This is an optimization exercise on Yosys and OpenROAD, whose aim is small area, a short achievable clock period and few clock cycles per item, not a production implementation.
The RTL was checked by simulation tests, not by an equivalence proof against the original design.
The flow treats the clock pin as an ideal source. Dropping or thinning the clock tree relies on that and would not hold on a real chip.
No activity file was given, so power comes from the tool's default toggle rates.

== run A ==
// mem_write_buffer
module mem_write_buffer #(
  parameter int DEPTH       = 4,
  parameter int ADDR_WIDTH  = 32,
  parameter int BLOCK_BITS  = 128,
  parameter int OFFSET_BITS = 4
) (
  input  logic                    clk,
  input  logic                    rst,
  input  logic                    mem_req,
  input  logic                    mem_rw,
  input  logic [ADDR_WIDTH-1:0]   mem_addr,
  input  logic [BLOCK_BITS-1:0]   mem_wdata,
  output logic                    mem_ready,
  output logic                    mem_resp,
  output logic [BLOCK_BITS-1:0]   mem_rdata,
  output logic                    mm_req,
  output logic                    mm_rw,
  output logic [ADDR_WIDTH-1:0]   mm_addr,
  output logic [BLOCK_BITS-1:0]   mm_wdata,
  input  logic                    mm_ready,
  input  logic                    mm_resp,
  input  logic [BLOCK_BITS-1:0]   mm_rdata,
  output logic [$clog2(DEPTH):0]  wb_count
);
clock: 6.0 ns
lec_check: 0
abc_area: 1
cap_margin: 20
core_area: 5 5 145 145
die_area: 0 0 150 150
place_density: 0.45
setup_slack_margin: 3.95
slew_margin: 20
standard.sh (not shown) runs the stock make flow with config.mk's settings and CLKGATE_MAP_FILE= SYNTH_SCRIPT=/design/flow/synth_recipe.tcl, a recipe that flattens the netlist after the stock synthesis.
==> flow/flow/run.sh <==
#!/bin/bash
# The standard layout, with:
# - the smallest buffer on every input and output port;
# - the pins one routing track apart, and the pins of each data bit
#   (mem_wdata, mm_rdata, mem_rdata, mm_wdata) and of each address bit
#   (mem_addr, mm_addr) placed next to each other;
# - port buffers kept at the smallest size by timing repair (flow/pre_cts.tcl,
#   released again by flow/final_pre.tcl before the final power connection);
# - a two-level clock tree (flow/clock_tree.tcl, run after the CTS step's own
#   tree and replacing it): the clock port drives four buffers, each driving
#   two buffers that each drive one group of nearby flip-flops.
set -euo pipefail
groups=""
for i in $(seq 0 127); do
  groups+=" -group_pins {mem_wdata[$i] mm_rdata[$i] mem_rdata[$i] mm_wdata[$i]}"
done
for i in $(seq 4 31); do
  groups+=" -group_pins {mem_addr[$i] mm_addr[$i]}"
done
bash standard.sh finish \
  "BUFFER_PORTS_ARGS=-buffer_cell sky130_fd_sc_hd__buf_1" \
  "PLACE_PINS_ARGS=-min_distance 1 -min_distance_in_tracks$groups" \
  "CTS_ARGS=-sink_clustering_enable -repair_clock_nets -apply_ndr none" \
  "PRE_CTS_TCL=$(pwd)/flow/pre_cts.tcl" \
  "POST_CTS_TCL=$(pwd)/flow/clock_tree.tcl" \
  "PRE_FINAL_REPORT_TCL=$(pwd)/flow/final_pre.tcl" \
  > flow_make.log 2>&1
Other scripts of this flow, unchanged in this note and not shown: flow/flow/clock_tree.tcl, flow/flow/final_pre.tcl, flow/flow/pre_cts.tcl
Testbench counts of run A, summed over its fixed seeds: cycles 251,719, items 48,000.
## Diff of input files: run B against run A
Settings: PLACE_DENSITY changed from 0.45 to 0.8.
## What came out
The flow ended early for run B: it failed with a tool error in I/O pin placement (3_2_place_iop).
Diff run B..run A | synthesized cell count | unchanged
Number of cell rows: run B vs run A identical
Count of cell types in the netlist came out exactly the same in run B and run A.
Sequential fraction of the synthesis area: run A vs run B, no meaningful difference
Run A -> run B: y dimension of the die delta 0, exact match
Comparing run B against run A, there is no change at all in synthesized area per cell.
From run B to run A, initial cell density of the core did not move at all.
As far as simple-gate portion of the synthesized area goes, run B and run A are indistinguishable; the numbers are identical.
Comparing run A with run B, the area after synthesis came out essentially unchanged.
### run B -> run C
Settings: removing PLACE_DENSITY (formerly 0.8).
--- a/flow/flow/run.sh
+++ b/flow/flow/run.sh
@@ -10,3 +10,3 @@
 #   tree and replacing it): the clock port drives four buffers, each driving
-#   two buffers that each drive one group of nearby flip-flops.
+#   three buffers that each drive one group of nearby flip-flops.
 set -euo pipefail
### Flow results
- Among run C and run B, a clean, completed layout was produced by run C alone.
- Run C -> run B: complex-gate fraction of the synthesized area delta 0, exact match
- Compared with run B, in run C flip-flop and latch count after synthesis ~0 delta, share of synthesized flip-flops with an asynchronous set or reset saw little to no change, number of enable flip-flop cells after synthesis roughly the same, initial core utilization level, portion of the post-synthesis area used by sequential elements has remained practically unchanged.
- As far as die width goes, run B and run C are indistinguishable; the numbers are identical.
- Synthesized cell count came out exactly the same in run C and run B.
- [compare] base=run B new=run C: netlist area before placement did not really move; number of distinct library cells after synthesis held.
Input changes introduced in run D (baseline for comparison: run C):
Settings: changing CORE_AREA from 5 5 145 145 to 2.5 2.5 143.5 143.5; changing DIE_AREA from 0 0 150 150 to 0 0 146 146.
--- a/flow/flow/run.sh
+++ b/flow/flow/run.sh
@@ -10,3 +10,3 @@
 #   tree and replacing it): the clock port drives four buffers, each driving
-#   three buffers that each drive one group of nearby flip-flops.
+#   two buffers that each drive one group of nearby flip-flops.
 set -euo pipefail
### Flow results
- Diff run C..run D | setup slack on the worst flop-to-flop path | negligible
- What run C reported for worst voltage drop across the vdd grid has to be multiplied by 0.946 to get the figure for run D.
- The higher DRC violation total after the first TritonRoute iteration came out of run D.
- There was hardly any difference in routed length on met3 between run C and run D.
- Run C and run D ended up with nearly the same power attributed to combinational cells.
- For the relative contribution of combinational cells to total power, run D came in 0.5 points lower than run C did.
- Wire length of the first global-routing pass for run D is lower than for run C.
- The count of fill cells added during filler insertion in run D sits about 1.6% above the value recorded for run C.
- Side by side, core area turned out higher in run D than in run C.
The clock cells of run A, run C and run D come from the design's own scripts or RTL, not from TritonCTS.

[what the ideal ports hide]
How much do the figures lean on ideal ports? The routed layouts below were timed once more, with nothing changed but the port constraints.
Step 1, drivers: a clkbuf_16 drives clk and a buf_2 each remaining input, both assumed.
Step 2 also shifts input and output timing later by t, the mid clock arrival at the registers, as if the neighbouring blocks saw the same clock.
Slacks: no drivers / after step 1 / after step 2; pairs: no drivers / after step 1.
run | t, ns | setup WS [ns] | worst setup path at the end
run A | 0.327 | 3.997 / 3.902 / 3.973 | input to register
run C | 0.312 | 4.023 / 3.933 / 3.972 | input to register
run D | 0.323 | 3.999 / 3.903 / 3.946 | input to register
After both steps setup and hold are still met in every run listed. The setup slack of run D, which loses most, moves by -0.096 ns with the drivers and by -0.053 ns with both steps.
